This is an optimization exercise on Yosys and OpenROAD, whose aim is small area, a short achievable clock period and few clock cycles, not a production implementation. Only simulation tests tie the RTL to the original design; equivalence was not proved. Power and IR drop assume default switching activity.

==> design/flow/design.v <==
package jrl_pkg;
    localparam int unsigned DEPTH_DEF = 16;
    localparam logic [1:0] CMD_INSERT = 2'd0;
    localparam logic [1:0] CMD_SEARCH = 2'd1;
    localparam logic [1:0] CMD_DELETE = 2'd2;
    localparam logic [1:0] ST_OK       = 2'd0;
    localparam logic [1:0] ST_BADPOS   = 2'd1;
    localparam logic [1:0] ST_FULL     = 2'd2;
    localparam logic [1:0] ST_NOTFOUND = 2'd3;
    typedef struct packed {
        logic [1:0]  cmd;
        logic [4:0]  position;
        logic [7:0]  job_id;
        logic [7:0]  memory_size;
        logic [15:0] arrival_time;
        logic [15:0] run_time;
        logic [15:0] deadline;
        logic [15:0] start_time;
        logic [15:0] memory_address;
        logic [7:0]  process_id;
    } t_req;
    typedef struct packed {
        logic [1:0]  status;
        logic [7:0]  found_job_id;
        logic [7:0]  found_memory_size;
        logic [15:0] found_arrival_time;
        logic [15:0] found_run_time;
        logic [15:0] found_deadline;
        logic [15:0] found_start_time;
        logic [15:0] found_memory_address;
        logic [7:0]  found_process_id;
        logic [4:0]  entries_held;
    } t_rsp;
    typedef struct packed {
        logic [7:0]  job_id;
        logic [7:0]  memory_size;
        logic [15:0] arrival_time;
        logic [15:0] run_time;
        logic [15:0] deadline;
        logic [15:0] start_time;
        logic [15:0] memory_address;
        logic [7:0]  process_id;
    } t_rec;
    typedef enum logic [2:0] {
        S_IDLE,
        S_DECODE,
        S_INS_RD,
        S_INS_WR,
        S_INS_PUT,
        S_SCAN_RD,
        S_SCAN_CMP,
        S_DEL_WR
    } t_state;
endpackage
module jrl_mem #(
    parameter int unsigned DEPTH = jrl_pkg::DEPTH_DEF,
    parameter int unsigned DW    = 96
) (
    input  logic             i_clk,
    input  logic [DEPTH-1:0] i_we,
    input  logic [DW-1:0]    i_wdata,
    input  logic [DEPTH-1:0] i_rsel,
    output logic [DW-1:0]    o_rdata
);
    logic [DW-1:0] r_mem [0:DEPTH-1];
    for (genvar j = 0; j < DEPTH; j++) begin : g_slot
        always_ff @(posedge i_clk) begin
            if (i_we[j]) begin
                r_mem[j] <= i_wdata;
            end
        end
    end
    always_comb begin
        o_rdata = '0;
        for (int j = 0; j < DEPTH; j++) begin
            o_rdata = o_rdata | (r_mem[j] & {DW{i_rsel[j]}});
        end
    end
endmodule
module job_record_list_insert_search_delete #(
    parameter int unsigned DEPTH = jrl_pkg::DEPTH_DEF
) (
    input  logic          i_clk,
    input  logic          i_rst_n,
    input  logic          start,
    input  logic [110:0]  i_req,
    output logic          busy,
    output logic          o_done,
    output logic [110:0]  o_rsp
);
    localparam int unsigned AW   = (DEPTH > 1) ? $clog2(DEPTH) : 1;
    localparam int unsigned CW   = $clog2(DEPTH + 1);
    localparam int unsigned CMPW = ((CW > 5) ? CW : 5) + 1;
    localparam int unsigned DW   = 96;
    logic               r1_v;
    logic [1:0]         r1_cmd;
    logic [DEPTH-1:0]   r1_from;     
    logic [7:0]         r1_job_id;
    logic [DW-1:0]      r1_data;
    logic [DEPTH-1:0]   r1_aoa;      
    logic               r1_badpos;   
    logic               r1_full;     
    logic               r1_ins;      
    logic               r1_srch;     
    logic               r1_del;      
    logic [DEPTH-1:0]   r1_we;       
    logic [7:0]         r_id  [0:DEPTH-1];
    logic [AW-1:0]      r_map [0:DEPTH-1];
    logic [CW-1:0]      r_count;
    logic [DEPTH-1:0]   r_live;      
    logic [DEPTH-1:0]   r_fr0;       
    logic [DEPTH-1:0]   r_fr1;       
    logic               r2_v;
    logic [1:0]         r2_status;
    logic               r2_hit;
    logic [AW-1:0]      r2_slot;
    logic [7:0]         r2_job_id;
    logic               r3_v;
    jrl_pkg::t_rsp      r3_rsp;
    logic [DW-1:0]      rdata;
    logic [DEPTH-1:0]   rsel;
    logic               is_srch;
    logic               is_del;
    logic               ins_do;
    logic               del_do;
    logic [DEPTH-1:0]   ins_from;
    logic [DEPTH-1:0]   ins_at;
    logic [DEPTH-1:0]   map_up;
    logic [DEPTH-1:0]   at_or_after;
    logic [DEPTH-1:0]   first;
    logic               found;
    logic [AW-1:0]      found_slot;
    logic [DEPTH-1:0]   found_oh;
    logic [AW-1:0]      free_slot;
    logic [AW-1:0]      slot2;
    logic [1:0]         status;
    logic [DEPTH:0]     live_ext;    
    logic [DEPTH-1:0]   at_count;    
    logic [DEPTH-1:0]   eq_now;
    logic               eq_new;
    logic [DEPTH-1:0]   hit_now;
    logic [DEPTH-1:0]   pre_all;
    logic [DEPTH-1:0]   pre_tail;
    logic               head_hit;
    logic [DEPTH-1:0]   aoa_ins;
    logic [DEPTH-1:0]   aoa_del;
    logic [DEPTH-1:0]   aoa_next;
    logic [DEPTH-1:0]   free_next;
    logic [DEPTH-1:0]   fr0_next;
    logic [DEPTH-1:0]   fr1_next;
    logic [CMPW-1:0]    pos_in;
    logic [CMPW-1:0]    cnt_ext;
    logic               le0;
    logic               le1;
    logic               le2;
    logic               pos_ok_next;
    logic               full_next;
    logic               ins_next;
    jrl_mem #(
        .DEPTH (DEPTH),
        .DW    (DW)
    ) u_mem (
        .i_clk   (i_clk),
        .i_we    (r1_we),
        .i_wdata (r1_data),
        .i_rsel  (rsel),
        .o_rdata (rdata)
    );
    assign busy = 1'b0;
    always_comb begin
        for (int k = 0; k < DEPTH; k++) begin
            eq_now[k] = (r_id[k] == i_req[103:96]);
        end
        eq_new   = (r1_job_id == i_req[103:96]);
        hit_now  = eq_now & r_live;
        pre_all  = hit_now;
        pre_tail = hit_now & {r1_aoa[DEPTH-2:0], 1'b0};
        for (int l = 1; l < DEPTH; l = l * 2) begin
            pre_all  = pre_all  | (pre_all  << l);
            pre_tail = pre_tail | (pre_tail << l);
        end
        head_hit = |(hit_now & ~r1_aoa);
        for (int k = 0; k < DEPTH; k++) begin
            if (!ins_from[k]) begin
                aoa_ins[k] = pre_all[k];
            end else begin
                aoa_ins[k] = eq_new | ((k > 0) ? pre_all[(k > 0) ? k - 1 : 0] : 1'b0);
            end
            if (r1_aoa[k]) begin
                aoa_del[k] = head_hit | pre_tail[(k + 1 < DEPTH) ? k + 1 : k];
            end else begin
                aoa_del[k] = pre_all[k];
            end
        end
        if (ins_do) begin
            aoa_next = aoa_ins;
        end else if (del_do) begin
            aoa_next = aoa_del;
        end else begin
            aoa_next = pre_all;
        end
    end
    assign pos_in  = CMPW'(i_req[108:104]);
    assign cnt_ext = CMPW'(r_count);
    assign le0     = (pos_in <= cnt_ext);
    assign le1     = (pos_in <= cnt_ext + CMPW'(1));
    assign le2     = (pos_in <= cnt_ext + CMPW'(2));
    always_comb begin
        if (ins_do) begin
            pos_ok_next = le2;
            full_next   = r_live[DEPTH - 2];
        end else if (del_do) begin
            pos_ok_next = le0;
            full_next   = 1'b0;
        end else begin
            pos_ok_next = le1;
            full_next   = r_live[DEPTH - 1];
        end
        pos_ok_next = pos_ok_next && (pos_in != '0);
    end
    assign ins_next = start && (i_req[110:109] == jrl_pkg::CMD_INSERT) && pos_ok_next && !full_next;
    always_comb begin
        if (ins_do) begin
            free_next = r_fr1;
        end else if (del_do && r_live[DEPTH - 1]) begin
            free_next = found_oh;
        end else begin
            free_next = r_fr0;
        end
    end
    always_ff @(posedge i_clk) begin
        if (!i_rst_n) begin
            r1_v   <= 1'b0;
            r1_ins  <= 1'b0;
            r1_srch <= 1'b0;
            r1_del  <= 1'b0;
            r1_we   <= '0;
        end else begin
            r1_v   <= start;
            r1_ins  <= ins_next;
            r1_srch <= start && (i_req[110:109] == jrl_pkg::CMD_SEARCH);
            r1_del  <= start && (i_req[110:109] == jrl_pkg::CMD_DELETE);
            r1_we   <= ins_next ? free_next : '0;
        end
    end
    always_ff @(posedge i_clk) begin
        r1_cmd      <= i_req[110:109];
        for (int k = 0; k < DEPTH; k++) begin
            r1_from[k] <= (i_req[108:104] <= 5'(k + 1));
        end
        r1_job_id   <= i_req[103:96];
        r1_data     <= i_req[DW-1:0];
        r1_aoa      <= aoa_next;
        r1_badpos   <= !pos_ok_next;
        r1_full     <= full_next;
    end
    assign live_ext = {r_live, 1'b1};
    assign at_count = live_ext[DEPTH-1:0] & ~r_live;
    assign is_srch = r1_srch;
    assign is_del  = r1_del;
    assign ins_do  = r1_ins;
    always_comb begin
        for (int k = 0; k < DEPTH; k++) begin
            ins_from[k] = r1_from[k];
            ins_at[k]   = r1_from[k] && !((k > 0) ? r1_from[(k > 0) ? k - 1 : 0] : 1'b0);
            map_up[k]   = ins_from[k] && live_ext[k];
        end
        at_or_after = r1_aoa;
        first[0] = r1_aoa[0];
        for (int k = 1; k < DEPTH; k++) begin
            first[k] = r1_aoa[k] & ~r1_aoa[k - 1];
        end
        found = at_or_after[DEPTH - 1];
        found_slot = '0;
        for (int k = 0; k < DEPTH; k++) begin
            found_slot = found_slot | (r_map[k] & {AW{first[k]}});
        end
        for (int j = 0; j < DEPTH; j++) begin
            found_oh[j] = (found_slot == AW'(j));
        end
        free_slot = '0;
        slot2     = '0;
        for (int j = 0; j < DEPTH; j++) begin
            free_slot = free_slot | (AW'(j) & {AW{r_fr0[j]}});
        end
        for (int k = 0; k + 2 < DEPTH; k++) begin
            slot2 = slot2 | (r_map[k + 2] & {AW{at_count[k]}});
        end
    end
    always_comb begin
        fr0_next = r_fr0;
        fr1_next = r_fr1;
        if (ins_do) begin
            fr0_next = r_fr1;
            for (int j = 0; j < DEPTH; j++) begin
                fr1_next[j] = (slot2 == AW'(j)) && !r_live[DEPTH - 3];
            end
        end else if (del_do) begin
            if (r_live[DEPTH - 1]) begin
                fr0_next = found_oh;
                fr1_next = '0;
            end else if (r_live[DEPTH - 2]) begin
                fr1_next = found_oh;
            end
        end
    end
    assign del_do = is_del && found;
    always_comb begin
        status = jrl_pkg::ST_OK;
        case (r1_cmd)
            jrl_pkg::CMD_INSERT: begin
                if (r1_badpos) begin
                    status = jrl_pkg::ST_BADPOS;
                end else if (r1_full) begin
                    status = jrl_pkg::ST_FULL;
                end
            end
            jrl_pkg::CMD_SEARCH, jrl_pkg::CMD_DELETE: begin
                if (!found) begin
                    status = jrl_pkg::ST_NOTFOUND;
                end
            end
            default: status = jrl_pkg::ST_OK;
        endcase
    end
    always_ff @(posedge i_clk) begin
        if (!i_rst_n) begin
            r_fr0 <= DEPTH'(1);
            r_fr1 <= DEPTH'(2);
        end else begin
            r_fr0 <= fr0_next;
            r_fr1 <= fr1_next;
        end
    end
    always_ff @(posedge i_clk) begin
        if (!i_rst_n) begin
            r_count <= '0;
            r_live  <= '0;
        end else if (ins_do) begin
            r_count <= r_count + CW'(1);
            r_live  <= {r_live[DEPTH-2:0], 1'b1};
        end else if (del_do) begin
            r_count <= r_count - CW'(1);
            r_live  <= {1'b0, r_live[DEPTH-1:1]};
        end
    end
    always_ff @(posedge i_clk) begin
        for (int k = 0; k < DEPTH; k++) begin
            if (ins_do) begin
                if (ins_at[k]) begin
                    r_id[k] <= r1_job_id;
                end else if (ins_from[k] && k > 0) begin
                    r_id[k] <= r_id[(k > 0) ? k - 1 : 0];
                end
            end else if (del_do) begin
                if (at_or_after[k] && k < DEPTH - 1) begin
                    r_id[k] <= r_id[(k < DEPTH - 1) ? k + 1 : k];
                end
            end
        end
    end
    always_ff @(posedge i_clk) begin
        for (int k = 0; k < DEPTH; k++) begin
            if (!i_rst_n) begin
                r_map[k] <= AW'(k);
            end else if (ins_do) begin
                if (ins_at[k]) begin
                    r_map[k] <= free_slot;
                end else if (map_up[k] && k > 0) begin
                    r_map[k] <= r_map[(k > 0) ? k - 1 : 0];
                end
            end else if (del_do) begin
                if (k == DEPTH - 1) begin
                    r_map[k] <= found_slot;
                end else if (at_or_after[k]) begin
                    r_map[k] <= r_map[(k < DEPTH - 1) ? k + 1 : k];
                end
            end
        end
    end
    always_ff @(posedge i_clk) begin
        if (!i_rst_n) begin
            r2_v <= 1'b0;
        end else begin
            r2_v <= r1_v;
        end
    end
    always_ff @(posedge i_clk) begin
        r2_status <= status;
        r2_hit    <= is_srch && found;
        r2_slot   <= found_slot;
        r2_job_id <= r1_job_id;
    end
    always_comb begin
        for (int j = 0; j < DEPTH; j++) begin
            rsel[j] = r2_hit && (r2_slot == AW'(j));
        end
    end
    always_ff @(posedge i_clk) begin
        if (!i_rst_n) begin
            r3_v <= 1'b0;
        end else begin
            r3_v <= r2_v;
        end
    end
    always_ff @(posedge i_clk) begin
        r3_rsp.status <= r2_status;
        r3_rsp.found_job_id <= r2_hit ? r2_job_id : 8'd0;
        {r3_rsp.found_memory_size, r3_rsp.found_arrival_time, r3_rsp.found_run_time,
         r3_rsp.found_deadline, r3_rsp.found_start_time, r3_rsp.found_memory_address,
         r3_rsp.found_process_id} <= rdata;
        r3_rsp.entries_held <= 5'(r_count);
    end
    assign o_done = r3_v;
    assign o_rsp  = r3_rsp;
endmodule
==> design/flow/run.sh <==
#!/bin/bash
# synth_recipe.tcl (not shown) runs the flow's synth.tcl, then flattens the netlist and writes it again
# the make line also repeats each setting of config.mk as NAME=value (left out here)
make -C /OpenROAD-flow-scripts/flow DESIGN_CONFIG=/design/flow/config.mk WORK_HOME=/design/flow/orfs CLKGATE_MAP_FILE= SYNTH_SCRIPT=/design/flow/synth_recipe.tcl finish
==> design/flow/config.mk <==
export PLATFORM = sky130hd
export DESIGN_NAME = job_record_list_insert_search_delete
export DESIGN_NICKNAME = job_record_list_insert_search_delete
export VERILOG_FILES = /design/flow/design.v
export SDC_FILE = /design/flow/constraint.sdc
export NUM_CORES = 4
export LEC_CHECK = 0
export CAP_MARGIN = 20
export CORE_MARGIN = 2
export CORE_UTILIZATION = 72
export CTS_CLUSTER_DIAMETER = 100
export CTS_CLUSTER_SIZE = 26
export SETUP_SLACK_MARGIN = 3.5
export SLEW_MARGIN = 20
==> design/flow/constraint.sdc <==
create_clock -name core_clock -period 6.0 [get_ports {i_clk}]
set_input_delay 1.2000 -clock core_clock [delete_from_list [all_inputs] [get_ports {i_clk}]]
set_output_delay 1.2000 -clock core_clock [all_outputs]
set_load 0.01 [all_outputs]
==> results.py, run 1 <==
metrics = {
    "floorplanning": {
        "coreArea_sq_um": 107000,
        "die_h_um": 332,
        "rows": 120,
        "die_width_um": 332,
        "die_area_sq_um": 110000,
        "ios": 227,
        "start_util_pct": 72.4,
    },
    "final_layout": {
        "final_common_cell": "edfxtp_1",
        "nets": 5355,
        "fin_util_pct": 79.8,
        "area_delta_synth_final_pct": 10.1,
        "layout-drive-gt1-share_pct": 12.9,
        "final_cell_mix": "edfxtp_1 (1664), a221oi_1 (393), a22o_1 (389)",
    },
    "worst_setup_path": {
        "crit_path_max_fanout": 26,
        "crit_path_top_delay_cell": "dfxtp_1",
        "cp-start-kind": "flop",
        "critPathArrivalTime_ns": 3.19,
        "cp_common_cell": "buf_4",
        "cp_cell_sequence": "nand2_2 > nor2_4 > buf_4 > buf_4 > a22o_1 > a221oi_1 > nand4_1",
        "path_delay_family": "simple AND/OR/NAND/NOR gates",
        "critical_path_class": "flop to flop",
        "end_kind": "flop",
        "cp_num_buf_inv": 2,
        "critPathRequiredTime_ns": 6.65,
        "slowest_delay_ns": 0.66,
    },
    "clocking": {
        "numCtsBuffers": 91,
        "root_buffer": "clkbuf_16",
        "clk_latency_ns": 0.74,
        "clk_pin_slew_ns": 0.10,
        "htree_levels": 3,
        "clockBufferDepth": 3,
        "cts_sinks": 2069,
        "cts_tree": "yes",
    },
    "timing": {
        "finalSetupViolations": 0,
        "clock.fmax_mhz": 394,
        "rsz0062_at_grt": "true",
        "layout_min_cycle_time_ns": 2.54,
        "finalHoldViolCount": 0,
        "tns_ns": 0,
        "finalCritPeriodShare_pct": 42.3,
        "slew_viol_final": 0,
        "tightest_slew_ns": 1.17,
        "relSlewSlack_pct": 22.0,
        "timing.final.ws_setup_ns": 3.46,
        "fin_skew_ns": 0.0383,
    },
    "worst_hold_path": {
        "hold_path.class": "flop to flop",
    },
    "grt": {
        "grt_pass1_vias": 47300,
        "grt_max_degree": 122,
        "antenna_found_initial": 7,
        "grt_overflow": 0,
        "grt_use_total_pct": 39.4,
        "grt_pass1_wl_mm": 317,
    },
    "logic_synthesis": {
        "synth_nets": 5186,
        "synth_cell_types": 83,
        "synth_edf_count": 1664,
        "ys_ff_latch": 2069,
        "synth_warnings": 5,
        "yosys_most_used_dff": "edfxtp_1",
        "avgSynthCellArea_sq_um": 15.3,
        "netlist_instances": 5050,
        "synth_area_sq_um": 77300,
        "async_reset_ff_share_pct": 0,
        "ys_seq_area_share_pct": 75.1,
    },
    "place": {
        "dp_hpwl_mm": 119,
        "gp_congestion": 0.986,
        "port_buffers": 225,
        "post-place-ws_ns": 1.49,
    },
    "detailed_routing": {
        "ant_nets": 0,
        "drc_errors": 0,
        "wl_per_cell_um": 33.0,
        "dr.pass1.iters": 8,
        "post_drt_via_cell_ratio": 7.37,
        "routed_wl_mm": 221,
        "drt_iter0_markers": 7735,
        "vias": 49400,
    },
    "outcome": {
        "status": "no timing/DRC/antenna violations",
    },
    "pwr": {
        "p_leak_uw": 0.0278,
        "ir_drop_mv": 0.434,
        "pwr_density_cell_nw_per_um2": 277,
    },
    "job": {
        "drv_cap": 0,
    },
}
-- what timing repair did --
item,CTS,global route
pin swaps,31,16
hold buffers,0,0
setup endpoints to repair,375,194
setup buffers,50,29
cloned,8,4
gates resized for setup,605,134
-- worst paths after layout --
kind	slack [ns]	start	cells after the start	end
setup / recovery	3.46	r2_slot[2]	7	r3_rsp[96]
setup reg to reg	3.46	r2_slot[2]	7	r3_rsp[96]
hold reg to reg	0.34	r2_status[1]	0	r3_rsp[110]
hold / removal	0.34	r2_status[1]	0	r3_rsp[110]
-- Yosys cell counts (all sizes together), types with 19 or more instances --
master / instances / area (sq um)
nand3: 48 / 240
o211ai: 25 / 188
clkbuf: 252 / 946
xnor2: 128 / 1120
a21oi: 123 / 619
nor3: 73 / 403
edfxtp: 1664 / 50000
dfxtp: 405 / 8110
a211oi: 69 / 518
nand4: 128 / 801
a31oi: 99 / 619
a22o: 390 / 3420
a22oi: 28 / 210
a221oi: 395 / 3470
a21o: 20 / 150
nand2b: 23 / 144
o21ai: 47 / 235
nand3b: 19 / 143
nor2b: 41 / 257
inv: 40 / 153
nand2: 347 / 1300
nor4: 24 / 178
mux2i: 49 / 490
buf: 95 / 561
ha: 21 / 263
nor2: 305 / 1170
-- layer usage --
layer | vias up | track usage, % | routed length (um)
li1 | 20400 | - | -
met1 | 24300 | 53.3 | 77400
met2 | 3990 | 63.1 | 105000
met3 | 655 | 7.22 | 27300
met4 | 6 | 18.4 | 10900
met5 | - | 0 | 33
-- cell families (layout without fill, tap and decap cells) --
family | Yosys count | after routing | synth area share (%)
DFF | 2069 | 2069 | 75.1
AOI/OAI and AO/OA | 1289 | 1289 | 13.3
and+or+nand+nor | 1070 | 1076 | 6.59
buffers and inverters | 388 | 626 | 2.15
xor gates and xnor gates | 144 | 144 | 1.63
muxes | 67 | 67 | 0.896
adders and majority gates | 22 | 22 | 0.366
other | 1 | 4 | 0.00485
-- flip-flops by register name, summed over array words and instances, names as in the netlist, 4 cells and up --
signal	cells
u_mem.r_mem	1536
r_id	128
r3_rsp	111
r1_data	96
r_map	64
r1_aoa	16
r1_from	16
r1_we	16
r_fr0	16
r_fr1	16
r_live	16
r1_job_id	8
r2_job_id	8
r_count	5
r2_slot	4
-- report_power, final --
part	switching, uW	internal, uW	leakage [uW]
Combinational	335	237	0.00810
Clock	4260	3040	0.00132
Sequential	184	15500	0.0183
Total	4780	18800	0.0278
-- stage by stage --
| stage | total power, uW | hold slack [ns] | std cells | area, sq um |
|---|---|---|---|---|
| final | 23600 | 0.341 | 6700 | 85100 |
| after global placement | 16500 | 0.312 | 6437 | 81200 |
| after CTS | 23500 | 0.339 | 6664 | 84600 |
| after floorplan | 16300 | 0.310 | 5050 | 77700 |
| after global routing | 24000 | 0.351 | 6700 | 85100 |
| after detailed placement | 16500 | 0.314 | 6438 | 81200 |
-- cell type report --
type	instances	area [sq um]
timing repair buffer	417	3700
antenna	3	7.51
multi-input combinational	2599	18500
clock buffer	158	2600
inverter	41	166
sequential	2069	58300
fill	5642	21600
clock inverter	10	175
tap	1403	1760
Testbench counts, summed over its fixed seeds: cycles 4,824.
==> inputs of run 2 (changes only) <==
==> design/flow/flow/run.sh (new file) <==
#!/bin/bash
# The standard layout (the standard.sh, synthesis included, unchanged),
# except that the port buffers it inserts are buf_2 cells rather than the
# delay cells buffer_ports picks by default. Every port still gets its buffer.
# make's output goes to standard.log; each ORFS step keeps its own log under
# orfs/logs/.
set -euo pipefail
export BUFFER_PORTS_ARGS="-buffer_cell sky130_fd_sc_hd__buf_2"
bash standard.sh > standard.log 2>&1
==> design/flow/standard.sh (new file) <==
#!/bin/bash
# synth_recipe.tcl (not shown) runs the flow's synth.tcl, then flattens the netlist and writes it again
# the make line also repeats each setting of config.mk as NAME=value (left out here)
make -C /OpenROAD-flow-scripts/flow DESIGN_CONFIG=/design/flow/config.mk WORK_HOME=/design/flow/orfs CLKGATE_MAP_FILE= SYNTH_SCRIPT=/design/flow/synth_recipe.tcl "${@:-finish}"
removed: design/flow/run.sh
==> run 2 against run 1 <==
  * Via count is 0.81% lower
  * Sequential share of layout area up 0.94 points
  * Worst hold slack lost 0.0010 ns
  * Sequential cell count is the same
  * Critical endpoint is now r3_rsp[64]
  * Largest power group unchanged
==> results.py, run 2 <==
metrics = {
    "grt": {
        "grt_use_total_pct": 39.1,
        "grt_overflow": 0,
        "grt_pass1_vias": 46500,
        "grt_pass1_wl_mm": 314,
        "grt_max_degree": 240,
        "antenna_found_initial": 10,
    },
    "clocking": {
        "cts_sinks": 2069,
        "clk_latency_ns": 0.77,
        "cts_tree": "yes",
        "clockBufferDepth": 3,
        "numCtsBuffers": 91,
        "clk_pin_slew_ns": 0.11,
        "hold_buffers": 0,
        "htree_levels": 3,
        "root_buffer": "clkbuf_16",
    },
    "pwr": {
        "pwr_density_cell_nw_per_um2": 279,
        "p_leak_uw": 0.0274,
        "ir_drop_mv": 0.340,
    },
    "worst_setup_path": {
        "cp-start-kind": "flop",
        "cp_num_buf_inv": 1,
        "critPathRequiredTime_ns": 6.68,
        "slowest_delay_ns": 0.67,
        "critPathArrivalTime_ns": 3.27,
        "crit_path_max_fanout": 48,
        "crit_path_top_delay_cell": "or3b_2",
        "path_delay_family": "simple AND/OR/NAND/NOR gates",
        "critical_path_class": "flop to flop",
        "end_kind": "flop",
        "cp_cell_sequence": "or3b_2 > nor2_4 > buf_8 > a22o_1 > a221oi_1 > nand4_1",
    },
    "logic_synthesis": {
        "synth_compound_area_share_pct": 13.3,
        "synth_fa_ha_area_share_pct": 0.366,
        "yosysMostFrequentCell": "edfxtp_1",
        "ys_seq_area_share_pct": 75.1,
        "synth_cell_types": 83,
        "yosys_most_used_dff": "edfxtp_1",
        "avgSynthCellArea_sq_um": 15.3,
        "synth_nets": 5186,
        "synth.top_cells.by_area": "edfxtp_1 (65%), dfxtp_1 (10%), a221oi_1 (4.5%)",
        "async_reset_ff_share_pct": 0,
        "synthTopCellsByCount": "edfxtp_1 (1664), dfxtp_1 (405), a221oi_1 (394), a22o_1 (390), nand2_1 (347)",
        "synth_top_family_by_area": "compound AO/OA/AOI/OAI gates",
        "synth_top_area_cell": "edfxtp_1",
        "synth-xor-area-share_pct": 1.63,
        "synthMuxAreaShare_pct": 0.896,
        "synth_warnings": 5,
        "yosys.area.top_type_share_pct": 64.6,
        "synth_edf_count": 1664,
        "ys_ff_latch": 2069,
        "netlist_instances": 5050,
        "synth_area_sq_um": 77300,
        "synthSimpleGateAreaFrac_pct": 6.59,
    },
    "timing": {
        "tightest_slew_ns": 1.15,
        "finalCritPeriodShare_pct": 43.2,
        "layout_min_cycle_time_ns": 2.59,
        "relSlewSlack_pct": 23.3,
        "finalHoldViolCount": 0,
        "finalSetupViolations": 0,
        "slew_viol_final": 0,
        "fin_skew_ns": 0.0466,
        "rsz0062_at_grt": "true",
        "tns_ns": 0,
        "clock.fmax_mhz": 386,
    },
    "floorplanning": {
        "die_width_um": 332,
        "start_util_pct": 72.4,
        "coreArea_sq_um": 107000,
        "die_area_sq_um": 110000,
        "die_h_um": 332,
        "ios": 227,
        "rows": 120,
    },
    "final_layout": {
        "final_cell_mix": "edfxtp_1 (1664), a221oi_1 (392), a22o_1 (387)",
        "nets": 5299,
        "multi_input_area_sq_um": 18300,
        "largest_reg_flops": 1536,
        "top_register": "u_mem.r_mem",
        "reg.largest.list": "u_mem.r_mem x1536, r_id x128, r3_rsp x111",
        "regArea_sq_um": 58300,
        "area_delta_synth_final_pct": 8.56,
        "nFillCells": 5796,
        "layout.cells.non_filler": 6643,
        "final_common_cell": "edfxtp_1",
        "layout-drive-gt1-share_pct": 13.1,
    },
    "place": {
        "dpl.cell_count": 6415,
        "port_buffers": 225,
        "dp_hpwl_mm": 115,
        "gp_congestion": 0.968,
    },
    "detailed_routing": {
        "drt_iter0_markers": 7773,
        "drc_errors": 0,
        "post_drt_via_cell_ratio": 7.37,
        "wl_per_cell_um": 33.3,
        "routed_wl_mm": 221,
        "ant_nets": 0,
        "dr.pass1.iters": 6,
        "vias": 49000,
    },
    "outcome": {
        "status": "no timing/DRC/antenna violations",
    },
    "job": {
        "drv_cap": 0,
    },
    "worst_hold_path": {
        "hold_path.class": "flop to flop",
    },
}
## run 2: area by class of cell
cell class | count | share of cell area, %
inverter | 41 | 0.206
clock buffer | 154 | 3.02
multi-input combinational | 2596 | 21.8
clock inverter | 13 | 0.230
tap | 1403 | 2.09
timing repair buffer | 364 | 3.25
antenna | 3 | 0.00894
sequential | 2069 | 69.4
## run 2: path summary, 6_finish.rpt
check,from,end,slack (ns),cells past startpoint
setup reg to reg,r2_hit,r3_rsp[64],3.41,6
hold reg to reg,r2_status[0],r3_rsp[109],0.34,0
hold / removal,r2_status[0],r3_rsp[109],0.34,0
setup / recovery,r2_hit,r3_rsp[64],3.41,6
## run 2: cell families (layout without fill, tap and decap cells)
group / count (synthesis) / in the layout
muxes: 67 / 67
and+or+nand+nor: 1070 / 1073
buffers and inverters: 388 / 572
DFF: 2069 / 2069
adders and majority gates: 22 / 22
other: 1 / 4
AOI/OAI and AO/OA: 1289 / 1289
xor gates and xnor gates: 144 / 144
## run 2: timing repair
item                                    4_1_cts  5_1_grt
buffers inserted                             20       27
endpoints found under the setup margin      235      169
gates cloned                                  5        6
gates resized for setup                     105      100
pin swaps                                    11       13
## run 2: metal layers
metal / track usage [%] / vias up / part of all wire [%]
met2: 62.7 / 3774 / 48
met3: 6.23 / 570 / 12
met1: 54.1 / 24300 / 36
li1: - / 20300 / -
met5: 0 / - / 0.025
met4: 17.5 / 10 / 4.8
## run 2: where the power goes
part | total (uW) | internal, uW | switching, uW
Clock | 7270 | 2980 | 4290
Combinational | 512 | 186 | 327
Sequential | 15700 | 15500 | 184
## run 2: stage by stage
stage	power (uW)	hold slack [ns]	setup slack [ns]	cell area (sq um)	utilization (%)
after CTS	23400	0.339	3.50	83200	78.0
final	23500	0.339	3.41	83900	78.6
after global routing	23900	0.347	3.43	83900	78.6
after global placement	16400	0.338	2.35	79900	74.9
after detailed placement	16500	0.314	2.23	79900	74.9
after floorplan	16300	0.310	3.24	77700	-
==> inputs of run 3 (changes only) <==
--- a/design/flow/design.v
+++ b/design/flow/design.v
@@ -91,5 +91,4 @@
     localparam int unsigned AW   = (DEPTH > 1) ? $clog2(DEPTH) : 1;
     localparam int unsigned CW   = $clog2(DEPTH + 1);
-    localparam int unsigned CMPW = ((CW > 5) ? CW : 5) + 1;
     localparam int unsigned DW   = 96;
     logic               r1_v;
@@ -149,9 +148,6 @@
     logic [DEPTH-1:0]   fr0_next;
     logic [DEPTH-1:0]   fr1_next;
-    logic [CMPW-1:0]    pos_in;
-    logic [CMPW-1:0]    cnt_ext;
-    logic               le0;
-    logic               le1;
-    logic               le2;
+    logic [33:0]        cnt_ge;      
+    logic [31:0]        pos_ok_vec;  
     logic               pos_ok_next;
     logic               full_next;
@@ -201,21 +197,18 @@
         end
     end
-    assign pos_in  = CMPW'(i_req[108:104]);
-    assign cnt_ext = CMPW'(r_count);
-    assign le0     = (pos_in <= cnt_ext);
-    assign le1     = (pos_in <= cnt_ext + CMPW'(1));
-    assign le2     = (pos_in <= cnt_ext + CMPW'(2));
+    assign cnt_ge = {16'b0, r_live, 2'b11};
     always_comb begin
         if (ins_do) begin
-            pos_ok_next = le2;
-            full_next   = r_live[DEPTH - 2];
+            pos_ok_vec = {cnt_ge[30:0], 1'b0};
+            full_next  = r_live[DEPTH - 2];
         end else if (del_do) begin
-            pos_ok_next = le0;
-            full_next   = 1'b0;
+            pos_ok_vec = cnt_ge[32:1];
+            full_next  = 1'b0;
         end else begin
-            pos_ok_next = le1;
-            full_next   = r_live[DEPTH - 1];
+            pos_ok_vec = cnt_ge[31:0];
+            full_next  = r_live[DEPTH - 1];
         end
-        pos_ok_next = pos_ok_next && (pos_in != '0);
+        pos_ok_vec[0] = 1'b0;
+        pos_ok_next   = pos_ok_vec[i_req[108:104]];
     end
     assign ins_next = start && (i_req[110:109] == jrl_pkg::CMD_INSERT) && pos_ok_next && !full_next;
==> run 3 against run 2 <==
  * Critical path type is now input port to flop
  * Synthesized cell count is 2.2% lower
  * Fmax is 4.2% higher
  * Count of clock-buffer cells in the layout is 6 higher
  * Critical path depth is 3 higher
  * Via count is 0.91% lower
  * Sequential share of layout area hardly changed
==> results.py, run 3 <==
metrics = {
    "worst_setup_path": {
        "cp_common_cell": "nor4_2",
        "cp_cell_sequence": "buf_16 > xnor2_2 > nand4_1 > nor4_2 > nor4_2 > o2111ai_4 > buf_12 > nor3_4 > a41oi_2",
        "critical_path_class": "input port to flop",
        "slowest_delay_ns": 0.45,
        "crit_path_max_fanout": 7,
        "critPathArrivalTime_ns": 3.10,
        "end_kind": "flop",
        "critPathRequiredTime_ns": 6.61,
        "cp-start-kind": "input port",
        "crit_path_top_delay_cell": "nor4_2",
    },
    "timing": {
        "tns_ns": 0,
        "finalCritPeriodShare_pct": 41.5,
        "tightest_slew_ns": 1.09,
        "layout_min_cycle_time_ns": 2.49,
        "timing.final.ws_setup_ns": 3.51,
        "finalHoldViolCount": 0,
        "slew_viol_final": 0,
        "fin_skew_ns": 0.0406,
        "clock.fmax_mhz": 402,
        "finalSetupViolations": 0,
        "relSlewSlack_pct": 27.1,
        "rsz0062_at_grt": "true",
    },
    "floorplanning": {
        "rows": 120,
        "coreArea_sq_um": 107000,
        "start_util_pct": 72.4,
        "die_area_sq_um": 110000,
        "die_h_um": 332,
        "die_width_um": 332,
        "ios": 227,
    },
    "logic_synthesis": {
        "synth_nets": 5059,
        "synthTopCellsByCount": "edfxtp_1 (1664), dfxtp_1 (405), a221oi_1 (402), a22o_1 (391), nor2_1 (296)",
        "ys_ff_latch": 2069,
        "yosys.area.top_type_share_pct": 64.6,
        "synth_edf_count": 1664,
        "synth_area_sq_um": 77400,
        "synth_warnings": 5,
        "netlist_instances": 4939,
        "ys_seq_area_share_pct": 75.0,
        "synth.top_cells.by_area": "edfxtp_1 (65%), dfxtp_1 (10%), a221oi_1 (4.5%)",
        "yosys_most_used_dff": "edfxtp_1",
        "async_reset_ff_share_pct": 0,
        "yosysMostFrequentCell": "edfxtp_1",
        "synth_cell_types": 88,
        "avgSynthCellArea_sq_um": 15.7,
        "synth_top_area_cell": "edfxtp_1",
    },
    "detailed_routing": {
        "wl_per_cell_um": 32.8,
        "vias": 48500,
        "ant_nets": 0,
        "post_drt_via_cell_ratio": 7.38,
        "drc_errors": 0,
        "dr.pass1.iters": 6,
        "routed_wl_mm": 216,
        "drt_iter0_markers": 7408,
    },
    "worst_hold_path": {
        "hold_path.class": "flop to flop",
    },
    "grt": {
        "grt_pass1_vias": 46000,
        "grt_use_total_pct": 38.4,
        "antenna_found_initial": 17,
        "grt_overflow": 0,
        "grt_pass1_wl_mm": 309,
        "grt_max_degree": 112,
    },
    "place": {
        "post-place-ws_ns": 2.31,
        "dp_hpwl_mm": 115,
        "gp_congestion": 0.970,
        "port_buffers": 225,
    },
    "clocking": {
        "clk_pin_slew_ns": 0.10,
        "root_buffer": "clkbuf_16",
        "cts_sinks": 2069,
        "numCtsBuffers": 90,
        "clockBufferDepth": 3,
        "clk_latency_ns": 0.74,
        "cts_tree": "yes",
        "htree_levels": 3,
    },
    "final_layout": {
        "nFillCells": 6013,
        "area_delta_synth_final_pct": 8.50,
        "regArea_sq_um": 58300,
        "final_common_cell": "edfxtp_1",
        "final_cell_mix": "edfxtp_1 (1664), a221oi_1 (400), a22o_1 (387)",
        "fin_util_pct": 78.6,
        "multi_input_area_sq_um": 18200,
        "reg.largest.list": "u_mem.r_mem x1536, r_id x128, r3_rsp x111",
        "largest_reg_flops": 1536,
        "top_register": "u_mem.r_mem",
        "nets": 5209,
        "layout-drive-gt1-share_pct": 13.8,
    },
    "pwr": {
        "p_leak_uw": 0.0275,
        "ir_drop_mv": 0.356,
        "pwr_density_cell_nw_per_um2": 278,
    },
    "outcome": {
        "status": "no timing/DRC/antenna violations",
    },
    "job": {
        "drv_cap": 0,
    },
}
## run 3: cell count changes after synthesis, sizes merged, moves of 16 or more
| cell | change |
|---|---|
| nand2 | -179 |
| nor3 | -16 |
| a21oi | +96 |
| nor4 | +21 |
| a222oi | -16 |
| buf | +16 |
| nand3b | +28 |
| o21ai | +16 |
| ha | -16 |
| a31oi | -80 |
| mux2i | +92 |
## run 3: cell type report
| class | instances | area share [%] |
|---|---|---|
| Sequential cell | 2069 | 69.4 |
| Multi-Input combinational cell | 2495 | 21.7 |
| Timing Repair Buffer | 402 | 3.46 |
| Clock buffer | 160 | 3.11 |
| Tap cell | 1403 | 2.09 |
| Inverter | 31 | 0.158 |
| Clock inverter | 7 | 0.116 |
| Antenna cell | 6 | 0.0179 |
## run 3: kinds of logic (layout without fill, tap and decap cells)
group                    Yosys count  count (layout)  share of synthesized area (%)
other                              1               7                        0.00484
buffers and inverters            382             600                           2.11
flip-flops                      2069            2069                           75.0
multiplexers                     160             160                           2.13
XOR/XNOR                         141             141                           1.60
adder cells (fa/ha/maj)            6               6                          0.107
AND/OR/NAND/NOR                  889             896                           5.94
AO/OA/AOI/OAI                   1291            1291                           13.1
## run 3: metal layers
metal	GRT usage, %	up-vias	part of all wire (%)
met5	0	-	0.050
met4	13.0	16	3.7
met3	7.47	534	13
met2	60.4	3710	47
met1	55.2	24200	37
li1	-	20100	-
## run 3: critical path: cells and delay by family
family                    cells  cell delay, ns
AOI/OAI and AO/OA             2            0.39
and+or+nand+nor               4            1.02
xor gates and xnor gates      1            0.15
buffers and inverters         2            0.33
## run 3: through the flow
stage / cells / hold slack, ns / cell area (sq um) / total power (uW)
finish: 6573 / 0.336 / 84000 / 23300
global route: 6570 / 0.351 / 84000 / 23800
global placement: 6316 / 0.313 / 79800 / 16300
floorplan: 4939 / 0.310 / 77600 / 16200
detailed placement: 6316 / 0.316 / 79800 / 16400
CTS: 6532 / 0.340 / 83300 / 23300
## run 3: worst paths after layout
| path | to | slack [ns] | startpoint | cells past startpoint |
|---|---|---|---|---|
| max reg2reg | u_mem.r_mem[15][3] | 3.52 | r1_we[15] | 1 |
| max | r1_aoa[3] | 3.51 | i_req[98] | 9 |
| min | r3_rsp[110] | 0.34 | r2_status[1] | 0 |
| min reg2reg | r3_rsp[110] | 0.34 | r2_status[1] | 0 |
## run 3: repair_timing
item	CTS	global route
setup endpoints to repair	353	138
cloned	7	3
resized for setup	125	84
setup buffers	42	32
hold endpoints to repair	0	0
hold buffers	0	0
pin swaps	18	13
## run 3: power breakdown
group,leakage (uW),internal [uW],switching (uW)
clock,0.00129,3020,4240
sequential,0.0183,15500,172
combinational,0.00789,172,255
Testbench counts of run 3, summed over its fixed seeds: cycles 4,824.
==> inputs of run 4 (changes only) <==
--- a/design/flow/design.v
+++ b/design/flow/design.v
@@ -113,5 +113,5 @@
     logic [1:0]         r2_status;
     logic               r2_hit;
-    logic [AW-1:0]      r2_slot;
+    logic [DEPTH-1:0]   r2_sel;      
     logic [7:0]         r2_job_id;
     logic               r3_v;
@@ -382,12 +382,8 @@
         r2_status <= status;
         r2_hit    <= is_srch && found;
-        r2_slot   <= found_slot;
+        r2_sel    <= (is_srch && found) ? found_oh : '0;
         r2_job_id <= r1_job_id;
     end
-    always_comb begin
-        for (int j = 0; j < DEPTH; j++) begin
-            rsel[j] = r2_hit && (r2_slot == AW'(j));
-        end
-    end
+    assign rsel = r2_sel;
     always_ff @(posedge i_clk) begin
         if (!i_rst_n) begin
==> run 4 against run 3 <==
  * First-iteration DRC count rose by 2.0%
  * Critical path type is now flop to flop
  * Sequential power hardly changed
  * Critical path depth is 2 lower
  * Die area down 0.17%
  * Power rose by 0.13%
  * Count of clock-buffer cells in the layout rose by 1
  * Core utilization down 0.091 points
  * Sequential share of layout area grew 0.50 points
  * Highest routed layer unchanged
  * Cell area is 0.26% lower
==> results.py, run 4 <==
metrics = {
    "pwr": {
        "p_clk_share_pct": 30.8,
        "p_int_uw": 18700,
        "p_leak_uw": 0.0277,
        "ir_drop_mv": 0.341,
        "swShare_pct": 20.0,
        "power_frac_seq_pct": 67.3,
        "pwr_density_cell_nw_per_um2": 279,
        "power_switching_uw": 4690,
        "p_comb_share_pct": 1.9,
    },
    "floorplanning": {
        "coreArea_sq_um": 107000,
        "die_h_um": 332,
        "rows": 120,
        "start_util_pct": 72.4,
        "die_width_um": 332,
        "ios": 227,
        "die_area_sq_um": 110000,
    },
    "place": {
        "port_buffers": 225,
        "post-place-ws_ns": 2.25,
        "gp_congestion": 0.968,
        "placed_cell_area_sq_um": 79400,
        "dp_hpwl_mm": 111,
    },
    "logic_synthesis": {
        "yosys_most_used_dff": "edfxtp_1",
        "synth_top_area_cell": "edfxtp_1",
        "synthTopCellsByCount": "edfxtp_1 (1664), dfxtp_1 (417), a221oi_1 (398), a22o_1 (395), nor2_1 (320)",
        "synth_nets": 5064,
        "synth_cell_types": 86,
        "yosysMostFrequentCell": "edfxtp_1",
        "ys_seq_area_share_pct": 75.5,
        "avgSynthCellArea_sq_um": 15.6,
        "synth_edf_count": 1664,
        "netlist_instances": 4944,
        "ys_ff_latch": 2081,
        "synth_area_sq_um": 77300,
        "synth_warnings": 5,
        "synth.top_cells.by_area": "edfxtp_1 (65%), dfxtp_1 (11%), a221oi_1 (4.5%)",
        "yosys.area.top_type_share_pct": 64.7,
        "async_reset_ff_share_pct": 0,
    },
    "worst_setup_path": {
        "timing.rr.end": "r_map[10][1]",
        "critPathArrivalTime_ns": 3.15,
        "end_kind": "flop",
        "path_delay_family": "simple AND/OR/NAND/NOR gates",
        "cp_common_cell": "nand2_1",
        "cp-start-kind": "flop",
        "slowest_delay_ns": 0.92,
        "r2r_slack_ns": 3.44,
        "critical_path_class": "flop to flop",
        "cp_num_buf_inv": 0,
        "reg2reg_depth": 7,
        "cp_cell_sequence": "or4_1 > nor2_2 > a211oi_1 > a21oi_1 > nand2_1 > o21ai_0 > nand2_1",
        "r2r_start": "r_fr0[15]",
        "critPathRequiredTime_ns": 6.59,
        "crit_path_max_fanout": 16,
        "crit_path_top_delay_cell": "nor2_2",
    },
    "clocking": {
        "root_buffer": "clkbuf_16",
        "cts_tree": "yes",
        "htree_levels": 3,
        "clockBufferDepth": 3,
        "cts_sinks": 2081,
        "clk_pin_slew_ns": 0.10,
        "numCtsBuffers": 90,
        "clk_latency_ns": 0.74,
    },
    "worst_hold_path": {
        "hold_end": "r3_rsp[110]",
        "hp-start": "r2_status[1]",
        "hold_depth": 0,
        "hold_path.class": "flop to flop",
    },
    "job": {
        "drv_cap": 0,
    },
    "detailed_routing": {
        "routed_wl_mm": 211,
        "vias": 48000,
        "post_drt_via_cell_ratio": 7.34,
        "ant_nets": 0,
        "wl_per_cell_um": 32.2,
        "dr.pass1.iters": 10,
        "drt_iter0_markers": 7558,
        "drc_errors": 0,
    },
    "timing": {
        "fin_skew_ns": 0.0373,
        "tightest_slew_ns": 1.17,
        "layout_min_cycle_time_ns": 2.56,
        "tns_ns": 0,
        "finalSetupViolations": 0,
        "clock.fmax_mhz": 390,
        "slew_viol_final": 0,
        "rsz0062_at_grt": "true",
        "finalCritPeriodShare_pct": 42.7,
        "timing.final.ws_setup_ns": 3.44,
        "relSlewSlack_pct": 21.7,
        "finalHoldViolCount": 0,
    },
    "grt": {
        "grt_overflow": 0,
        "grt_max_degree": 114,
        "antenna_found_initial": 8,
        "grt_pass1_vias": 45200,
        "grt_use_total_pct": 37.0,
        "grt_pass1_wl_mm": 300,
    },
    "final_layout": {
        "nFillCells": 5998,
        "largest_reg_flops": 1536,
        "top_register": "u_mem.r_mem",
        "nets": 5182,
        "layout-drive-gt1-share_pct": 13.5,
        "area_delta_synth_final_pct": 8.41,
        "fin_util_pct": 78.5,
        "final_common_cell": "edfxtp_1",
        "final_cell_mix": "edfxtp_1 (1664), a221oi_1 (396), a22o_1 (393)",
        "reg.largest.list": "u_mem.r_mem x1536, r_id x128, r3_rsp x111",
        "final_cell_area_sq_um": 83800,
    },
    "outcome": {
        "status": "no timing/DRC/antenna violations",
    },
}
run 4: changes by cell type after synthesis, moves of 14 or more:
cell,change
a211oi_1,+27
and3b_1,-14
clkbuf_1,+20
nand2_1,+15
nand3_1,-23
nand3b_1,-35
nor2_1,+24
xnor2_1,-76
xor2_1,+75
run 4: metrics by stage:
stage | power, uW | hold slack (ns) | std cells
floorplan | 16300 | 0.310 | 4944
global placement | 16400 | 0.325 | 6297
detailed placement | 16400 | 0.312 | 6297
CTS | 23300 | 0.335 | 6486
global route | 23900 | 0.344 | 6543
finish | 23400 | 0.335 | 6545
run 4: kinds of logic after synthesis:
kind of cell | after synthesis | share of synthesized area, %
flops | 2081 | 75.5
compound gates | 1311 | 13.3
simple gates | 867 | 5.45
buf+inv | 391 | 2.16
mux | 147 | 1.95
xor+xnor | 140 | 1.59
fa+ha+maj | 6 | 0.107
other cells | 1 | 0.00485
run 4: timing repair:
action | in CTS | in global routing
endpoints found under the setup margin | 323 | 103
gates cloned | 0 | 5
setup buffers | 20 | 51
hold buffers | 0 | 0
resized for setup | 100 | 139
pin swaps | 6 | 28
run 4: area by class of cell:
| cell class | instances | area (sq um) | share of cell area (%) |
|---|---|---|---|
| multi-input combinational | 2473 | 17900 | 21.3 |
| antenna | 3 | 7.51 | 0.00896 |
| inverter | 31 | 136 | 0.163 |
| clock inverter | 8 | 136 | 0.163 |
| sequential | 2081 | 58500 | 69.9 |
| tap | 1403 | 1760 | 2.10 |
| clock buffer | 161 | 2540 | 3.03 |
| timing repair buffer | 385 | 2770 | 3.31 |
run 4: how the worst max path moves through the flow:
stage               startpoint           end  cells after the start
finish               r_fr0[15]  r_map[10][1]                      7
global route         r_fr0[15]   r_map[2][1]                      7
CTS                  r_fr0[15]  r_map[10][1]                      7
detailed placement   i_req[97]     r1_aoa[7]                      8
global placement     i_req[97]     r1_aoa[7]                      8
floorplan            i_req[96]     r1_aoa[8]                     11
run 4: power by group through the flow:
| stage | Combinational (uW) | Clock, uW | Sequential (uW) |
|---|---|---|---|
| finish | 450 | 7190 | 15700 |
| global route | 475 | 7650 | 15700 |
| CTS | 400 | 7210 | 15700 |
| detailed placement | 383 | 0 | 16100 |
| global placement | 375 | 0 | 16000 |
| floorplan | 265 | 0 | 16000 |
run 4: metal layers:
metal / GRT usage, % / part of all wire, %
met1: 54.3 / 38
met3: 6.72 / 13
met4: 10.9 / 2.9
met5: 0 / 0.023
met2: 57.9 / 47
Testbench counts of run 4, summed over its fixed seeds: cycles 4,824.
==> inputs of run 5 (changes only) <==
==> design/flow/run.sh (new file) <==
#!/bin/bash
# synth_recipe.tcl (not shown) runs the flow's synth.tcl, then flattens the netlist and writes it again
# the make line also repeats each setting of config.mk as NAME=value (left out here)
make -C /OpenROAD-flow-scripts/flow DESIGN_CONFIG=/design/flow/config.mk WORK_HOME=/design/flow/orfs CLKGATE_MAP_FILE= SYNTH_SCRIPT=/design/flow/synth_recipe.tcl finish
removed: design/flow/flow/run.sh
removed: design/flow/standard.sh
==> run 5 against run 4 <==
  * Still clean
  * Clock power shrank 0.6%
  * Sequential power is essentially flat
  * Critical path depth shrank 3
  * Critical endpoint is now r3_rsp[10]
  * Worst hold slack gained 0.0017 ns
  * Global-route usage grew 0.59 points
  * Count of clock-buffer cells in the layout grew 1
  * Non-clock buffer count shrank 4
  * Register-to-register slack lost 0.05 ns
  * Combinational power grew 4%
  * Largest power group unchanged
  * Sequential cell count is the same
  * First-iteration DRC count grew 3.9%
==> results.py, run 5 <==
metrics = {
    "place": {
        "port_buffers": 225,
        "gp_congestion": 0.971,
        "placed_cell_area_sq_um": 80600,
        "dp_hpwl_mm": 111,
    },
    "final_layout": {
        "multi_input_area_sq_um": 17900,
        "reg.largest.list": "u_mem.r_mem x1536, r_id x128, r3_rsp x111",
        "area_delta_synth_final_pct": 9.39,
        "largest_reg_flops": 1536,
        "final_common_cell": "edfxtp_1",
        "top_register": "u_mem.r_mem",
        "regArea_sq_um": 58600,
        "nFillCells": 5878,
        "final_cell_area_sq_um": 84500,
        "fin_util_pct": 79.2,
        "final_cell_mix": "edfxtp_1 (1664), a221oi_1 (395), a22o_1 (393)",
        "layout-drive-gt1-share_pct": 12.4,
        "nets": 5178,
    },
    "floorplanning": {
        "die_width_um": 332,
        "coreArea_sq_um": 107000,
        "die_h_um": 332,
        "start_util_pct": 72.4,
        "ios": 227,
        "die_area_sq_um": 110000,
        "rows": 120,
    },
    "worst_hold_path": {
        "hold_end": "r3_rsp[110]",
        "hold_depth": 0,
        "hold_path.class": "flop to flop",
        "hp-start": "r2_status[1]",
    },
    "grt": {
        "grt_pass1_wl_mm": 304,
        "grt_overflow": 0,
        "grt_pass1_vias": 45400,
        "antenna_found_initial": 7,
        "grt_max_degree": 134,
        "grt_use_total_pct": 37.6,
    },
    "logic_synthesis": {
        "async_reset_ff_share_pct": 0,
        "synth_compound_area_share_pct": 13.3,
        "ys_ff_latch": 2081,
        "synth.top_cells.by_area": "edfxtp_1 (65%), dfxtp_1 (11%), a221oi_1 (4.5%)",
        "synthTopCellsByCount": "edfxtp_1 (1664), dfxtp_1 (417), a221oi_1 (398), a22o_1 (395), nor2_1 (320)",
        "synth_cell_types": 86,
        "ys_seq_area_share_pct": 75.5,
        "avgSynthCellArea_sq_um": 15.6,
        "synth-xor-area-share_pct": 1.59,
        "synth_area_sq_um": 77300,
        "yosys_most_used_dff": "edfxtp_1",
        "synth_edf_count": 1664,
        "synth_nets": 5064,
        "synth_top_area_cell": "edfxtp_1",
        "synth_fa_ha_area_share_pct": 0.107,
        "synthSimpleGateAreaFrac_pct": 5.45,
        "synth_warnings": 5,
        "yosysMostFrequentCell": "edfxtp_1",
        "synthMuxAreaShare_pct": 1.95,
        "synth_top_family_by_area": "compound AO/OA/AOI/OAI gates",
        "yosys.area.top_type_share_pct": 64.7,
        "netlist_instances": 4944,
    },
    "clocking": {
        "numCtsBuffers": 90,
        "clk_latency_ns": 0.73,
        "hold_buffers": 0,
        "htree_levels": 3,
        "clockBufferDepth": 3,
        "cts_tree": "yes",
        "clk_pin_slew_ns": 0.10,
        "root_buffer": "clkbuf_16",
        "cts_sinks": 2081,
    },
    "worst_setup_path": {
        "slowest_delay_ns": 0.94,
        "end_kind": "flop",
        "r2r_slack_ns": 3.38,
        "cp_cell_sequence": "buf_4 > a22o_1 > a221oi_1 > nand4_1",
        "timing.rr.end": "r3_rsp[10]",
        "critical_path_class": "flop to flop",
        "r2r_start": "r2_sel[12]",
        "critPathArrivalTime_ns": 3.24,
        "reg2reg_depth": 4,
        "cp-start-kind": "flop",
        "crit_path_top_delay_cell": "buf_4",
        "critPathRequiredTime_ns": 6.63,
        "crit_path_max_fanout": 54,
    },
    "timing": {
        "rsz0062_at_grt": "true",
        "tightest_slew_ns": 1.16,
        "layout_min_cycle_time_ns": 2.62,
        "slew_viol_final": 0,
        "finalHoldViolCount": 0,
        "fin_skew_ns": 0.0318,
        "finalSetupViolations": 0,
        "relSlewSlack_pct": 22.9,
        "worst_hold_slack_ns": 0.336,
        "finalCritPeriodShare_pct": 43.6,
        "clock.fmax_mhz": 382,
        "tns_ns": 0,
    },
    "detailed_routing": {
        "wl_per_cell_um": 32.5,
        "drc_errors": 0,
        "drt_iter0_markers": 7852,
        "ant_nets": 0,
        "dr.pass1.iters": 6,
        "routed_wl_mm": 212,
        "vias": 48300,
        "post_drt_via_cell_ratio": 7.38,
    },
    "pwr": {
        "pwr_density_cell_nw_per_um2": 276,
        "p_int_uw": 18700,
        "swShare_pct": 19.8,
        "ir_drop_mv": 0.329,
        "power_frac_seq_pct": 67.4,
        "p_comb_share_pct": 2.0,
        "p_leak_uw": 0.0277,
        "power_switching_uw": 4610,
        "p_clk_share_pct": 30.6,
    },
    "job": {
        "drv_cap": 0,
    },
    "outcome": {
        "status": "no timing/DRC/antenna violations",
    },
}
-- run 5: cell counts after synthesis --
Identical to the previous run, type by type.
-- run 5: kinds of logic (layout without fill, tap and decap cells) --
| family | count (synthesis) | in the layout |
|---|---|---|
| and+or+nand+nor | 867 | 868 |
| muxes | 147 | 147 |
| adders and majority gates | 6 | 6 |
| xor gates and xnor gates | 140 | 140 |
| buffers and inverters | 391 | 581 |
| DFF | 2081 | 2081 |
| AOI/OAI and AO/OA | 1311 | 1311 |
| other | 1 | 2 |
-- run 5: how the worst max path moves through the flow --
stage | start | to | cells past startpoint
after floorplan | i_req[96] | r1_aoa[8] | 11
after global placement | i_req[102] | r1_aoa[7] | 10
after detailed placement | i_req[102] | r1_aoa[4] | 10
after CTS | i_req[96] | r1_aoa[8] | 10
after global routing | r1_ins | r1_we[0] | 9
final | r2_sel[12] | r3_rsp[10] | 4
-- run 5: layer usage --
layer	track usage, %	vias up	wire, um
met3	6.99	486	28600
met2	57.8	3886	98200
met1	55.6	23900	78100
met5	0	-	53
li1	-	20000	-
met4	12.2	8	7350
-- run 5: layout make-up --
type | count | share of cell area, %
Clock buffer | 162 | 3.05
Tap cell | 1403 | 2.08
Sequential cell | 2081 | 69.3
Multi-Input combinational cell | 2473 | 21.2
Timing Repair Buffer | 381 | 4.04
Clock inverter | 7 | 0.108
Antenna cell | 1 | 0.00296
Inverter | 31 | 0.166
-- run 5: power groups by stage --
stage          combinational, uW  sequential, uW  clock, uW
3_3_place_gp                 408           16100          0
2_1_floorplan                265           16000          0
3_5_place_dp                 415           16100          0
6_report                     467           15700       7150
4_1_cts                      431           15700       7170
5_1_grt                      493           15800       7630
-- run 5: worst max-delay path: cells and delay by family, from the launching register on --
| family | cells | cell delay (ns) |
|---|---|---|
| buffers and inverters | 1 | 0.94 |
| and+or+nand+nor | 1 | 0.23 |
| DFF | 1 | 0.93 |
| AOI/OAI and AO/OA | 2 | 0.33 |
-- run 5: stage by stage --
stage               total power [uW]  setup WS, ns  std cells
CTS                            23300          3.46       6497
detailed placement             16500          1.43       6295
finish                         23400          3.38       6539
global placement               16500          1.51       6295
global route                   23900          3.41       6539
floorplan                      16300          2.94       4944
-- run 5: timing repair --
action,CTS,global route
cloned,1,4
gates resized for setup,568,186
endpoints found under the hold margin,0,0
endpoints found under the setup margin,372,164
setup buffers,32,35
pin swaps,14,34

-- re-timing with driven ports --
The flow's constraints put no driver on any port. The routed layouts listed below were extracted and timed again, unchanged, in two steps. Step 1, drivers: a clkbuf_16 drives i_clk and a buf_2 each remaining input, both assumed. Step 2 also shifts input and output timing later by t, the mid clock arrival at the registers, as if the neighbouring blocks saw the same clock. a / b / c = ideal / step 1 / step 2; a / b = the first two.
| run | t, ns | setup slack, ns | latest minus earliest clock arrival (ns) | worst slew at a driven data input, ns | pins driven straight from the clock port |
|---|---|---|---|---|---|
| run 1 | 0.802 | 3.464 / 3.449 / 2.719 | 0.045 / 0.045 | 0.12 | 1 |
| run 2 | 0.823 | 3.406 / 3.406 / 2.678 | 0.049 / 0.049 | 0.15 | 1 |
| run 3 | 0.804 | 3.512 / 3.444 / 2.641 | 0.046 / 0.046 | 0.22 | 1 |
| run 4 | 0.803 | 3.436 / 3.431 / 2.636 | 0.044 / 0.044 | 0.18 | 1 |
| run 5 | 0.790 | 3.384 / 3.384 / 2.717 | 0.036 / 0.036 | 0.17 | 1 |
After both steps every run listed still meets setup and hold. The setup slack of run 3, which loses most, moves by -0.068 ns with the drivers and by -0.871 ns with both steps.
